Source: an optimization exercise on an open RTL-to-GDS flow (aim: small area, a short achievable clock period and few clock cycles per item). Production flows keep margins and buffers that such runs may drop. Where RTL was checked, it was by simulation tests only, not by an equivalence proof against the original.

== run C ==
// aes_dec_core
module aes_dec_core (
    input  logic         clk,
    input  logic         rst,
    input  logic         start,
    input  logic [127:0] key,
    input  logic [127:0] ciphertext,
    input  logic         step_en,
    output logic         busy,
    output logic         done,
    output logic [127:0] plaintext
);
For scale: about 7300 cells after synthesis, about 1500 flip-flops, ~390 I/O pins, about 0.089 mm² of cells after synthesis.
Settings: LEC_CHECK=0, CAP_MARGIN=20, CELL_PAD_IN_SITES_DETAIL_PLACEMENT=1, CELL_PAD_IN_SITES_GLOBAL_PLACEMENT=2, CORE_MARGIN=2, CORE_UTILIZATION=40, PLACE_DENSITY=0.55, SETUP_SLACK_MARGIN=4.8, SLEW_MARGIN=20; clock period 8.0 ns.
standard.sh (not shown) runs the stock make flow with config.mk's settings and CLKGATE_MAP_FILE= SYNTH_SCRIPT=/design/flow/synth_recipe.tcl, a recipe that flattens the netlist after the stock synthesis.
==> flow/flow/run.sh <==
#!/bin/bash
# Standard ORFS layout, with the synthesis technology mapping done by the ABC
# script in flow/abc_speed.script (area-oriented mapping, then sizing).
set -euo pipefail
cd "$(dirname "${BASH_SOURCE[0]}")/.."
W=$PWD
rm -rf "$W/scripts_own"
cp -r "$FLOW_HOME/scripts" "$W/scripts_own"
cp "$W/flow/abc_speed.script" "$W/scripts_own/abc_speed.script"
bash standard.sh SCRIPTS_DIR="$W/scripts_own" finish > "$W/standard_flow.log" 2>&1
==> flow/flow/abc_speed.script <==
&get -n
&st
&dch -f
&nf
&put
topo
stime -c
buffer -c
upsize -c
dnsize -c
Run C: PASS, flow complete, no timing, DRC or antenna violations
Testbench counts of run C, summed over its fixed seeds: cycles 6,361, blocks 560.
#### Input delta (run B over run C)
- swapping 4.8 for 4.5 in SETUP_SLACK_MARGIN
[summary]
- As far as routed length on met1 is concerned, run B and run C perform about the same.
- [compare] base=run C new=run B: final-layout clock buffer total has decreased; worst-path maximum fanout has increased; final hold slack has decreased; worst setup slack before clock tree synthesis has decreased; post-layout instance area has decreased.
- Diff run C -> run B: area occupied by registers ~0 delta, number of non-clock buffers in the layout down 244.
- Run C reports its startpoint of the worst setup timing path as s_r[74] while run B reports x_m_r[15].
- When the final numbers for run C and run B were put side by side, the register-to-register slack turned out to be greater in run B.
- Row fraction of standard cell area that is sequential: run B higher / run C lower

---

Another version of the RTL of aes_dec_core (not shown whole).
Size in the first run: roughly 9600 cells after synthesis, roughly 390 I/O pins, roughly 0.098 mm² of cells after synthesis.
==> flow/config.mk <==
export PLATFORM = sky130hd
export DESIGN_NAME = aes_dec_core
export DESIGN_NICKNAME = aes_dec_core
export VERILOG_FILES = /design/flow/design.v
export SDC_FILE = /design/flow/constraint.sdc
export NUM_CORES = 4
export LEC_CHECK = 0
export CAP_MARGIN = 20
export CELL_PAD_IN_SITES_DETAIL_PLACEMENT = 1
export CELL_PAD_IN_SITES_GLOBAL_PLACEMENT = 2
export CORE_MARGIN = 2
export CORE_UTILIZATION = 30
export PLACE_DENSITY = 0.5
export SETUP_SLACK_MARGIN = 4
export SLEW_MARGIN = 20
==> flow/constraint.sdc <==
create_clock -name core_clock -period 8.0 [get_ports {clk}]
set_input_delay 1.6000 -clock core_clock [delete_from_list [all_inputs] [get_ports {clk}]]
set_output_delay 1.6000 -clock core_clock [all_outputs]
set_load 0.01 [all_outputs]
run.sh (not shown) runs the stock make flow with config.mk's settings and CLKGATE_MAP_FILE= SYNTH_SCRIPT=/design/flow/synth_recipe.tcl, a recipe that flattens the netlist after the stock synthesis.
Stock flow here: none of the scripts above is used.
Testbench counts at the start, summed over its fixed seeds: cycles 7,280, blocks 560.
Change:
- SETUP_SLACK_MARGIN: 4 -> unset
After rerunning: Clock-buffer cell count fell by 17. Flip-flop and latch count does not change. Global-route usage fell by 3.5 points. Non-clock buffer count fell by 1830. Setup slack degrades by 1.6 ns. First-iteration DRC count fell by 19%.
Change:
- SETUP_SLACK_MARGIN: unset -> 2.5
=>
- design area increases by 1.6%
- via count increases by about 0.9%

---

== 01-05 ==
Another version of the RTL of aes_dec_core (not shown whole).
Size: about 7400 cells after synthesis, roughly 1400 flip-flops, about 88000 um^2 of cells after synthesis.
==> flow/config.mk <==
export PLATFORM = sky130hd
export DESIGN_NAME = aes_dec_core
export DESIGN_NICKNAME = aes_dec_core
export VERILOG_FILES = /design/flow/design.v
export SDC_FILE = /design/flow/constraint.sdc
export NUM_CORES = 4
export LEC_CHECK = 0
export CAP_MARGIN = 20
export CELL_PAD_IN_SITES_DETAIL_PLACEMENT = 1
export CELL_PAD_IN_SITES_GLOBAL_PLACEMENT = 2
export CORE_MARGIN = 2
export CORE_UTILIZATION = 40
export PLACE_DENSITY = 0.55
export SETUP_SLACK_MARGIN = 4.5
export SLEW_MARGIN = 20
==> flow/constraint.sdc <==
create_clock -name core_clock -period 8.0 [get_ports {clk}]
set_input_delay 1.6000 -clock core_clock [delete_from_list [all_inputs] [get_ports {clk}]]
set_output_delay 1.6000 -clock core_clock [all_outputs]
set_load 0.01 [all_outputs]
standard.sh (not shown) runs the stock make flow with config.mk's settings and CLKGATE_MAP_FILE= SYNTH_SCRIPT=/design/flow/synth_recipe.tcl, a recipe that flattens the netlist after the stock synthesis.
Scripts as last shown in full above: flow/flow/run.sh, flow/flow/abc_speed.script
01-05 closes out successfully: all stages finished, all timing, DRC and antenna checks passed.
Inputs modified between 01-05 and 06-15:
- CTS_BUF_LIST now sky130_fd_sc_hd__clkbuf_8, previously not set
==> flow/flow/run.sh <==
#!/bin/bash
# Standard ORFS layout, with the synthesis technology mapping done by the ABC
# script in flow/abc_speed.script (area-oriented mapping, then sizing), and the
# port buffers made from the small buf_1 cell.
set -euo pipefail
cd "$(dirname "${BASH_SOURCE[0]}")/.."
W=$PWD
rm -rf "$W/scripts_own"
cp -r "$FLOW_HOME/scripts" "$W/scripts_own"
cp "$W/flow/abc_speed.script" "$W/scripts_own/abc_speed.script"
bash standard.sh SCRIPTS_DIR="$W/scripts_own" \
    "BUFFER_PORTS_ARGS=-buffer_cell sky130_fd_sc_hd__buf_1" finish > "$W/standard_flow.log" 2>&1
Findings:
06-15: all stages complete, timing, DRC and antenna checks passed
Fmax: 06-15 lower than 01-05
The via count reported for 06-15 is higher than the one for 01-05.
06-15 has number of antenna violations at the first check in global routing above what 01-05 had.
The higher number of cell instances on the worst register-to-register path came out of 06-15.
Note that the highest fanout seen on the critical path recorded for 06-15 amounts to 0.880 times the value seen in 01-05.
As far as aggregate negative setup slack goes, 01-05 and 06-15 are indistinguishable; the numbers are identical.
Changes observed in 06-15 relative to 01-05: relative slew slack increased 5.3 points, worst-skew pair later-pin latency increased 220 ps.
No functional check of the RTL was part of any run of this note.

==> afterwards: timing with drivers on the ports <==
No port has a modelled driver above. Below, the same layouts with a new extraction and two added sets of constraints. Step 1 assumes that a clkbuf_16 drives the clock port and a buf_2 every other input. Step 2, shift: input delay + t, output delay - t, t = (earliest + latest rising clock arrival at the registers) / 2. This alone moves slack from input paths to output paths. a / b / c = ideal ports / drivers / drivers and shift; a / b = the first two.
| run | t, ns | slack for setup (ns) | hold slack, ns | worst setup path after step 2 | pins driven straight from the clock port |
|---|---|---|---|---|---|
| run C | 0.924 | 4.460 / 4.460 / 3.921 | 0.413 / 0.413 / 0.413 | input to register | 1 |
| run B | 0.942 | 4.529 / 4.476 / 3.655 | 0.404 / 0.404 / 0.404 | input to register | 1 |
| the first run of note 2 | 0.993 | 3.118 / 3.118 / 3.118 | 0.501 / 0.501 / 0.501 | register to register | 1 |
| the second run of note 2 | 0.995 | 1.535 / 1.535 / 1.535 | 0.503 / 0.503 / 0.503 | register to register | 1 |
| the third run of note 2 | 0.984 | 2.558 / 2.558 / 2.225 | 0.493 / 0.493 / 0.493 | input to register | 1 |
| 01-05 | 0.899 | 4.501 / 4.466 / 3.655 | 0.405 / 0.405 / 0.405 | input to register | 1 |
| 06-15 | 1.098 | 4.446 / 4.429 / 3.331 | 0.387 / 0.387 / 0.387 | input to register | 1 |
After both steps setup and hold are still met in every run listed. For 06-15, which loses most, drivers alone change the setup slack by -0.017 ns; drivers and shift together by -1.115 ns.
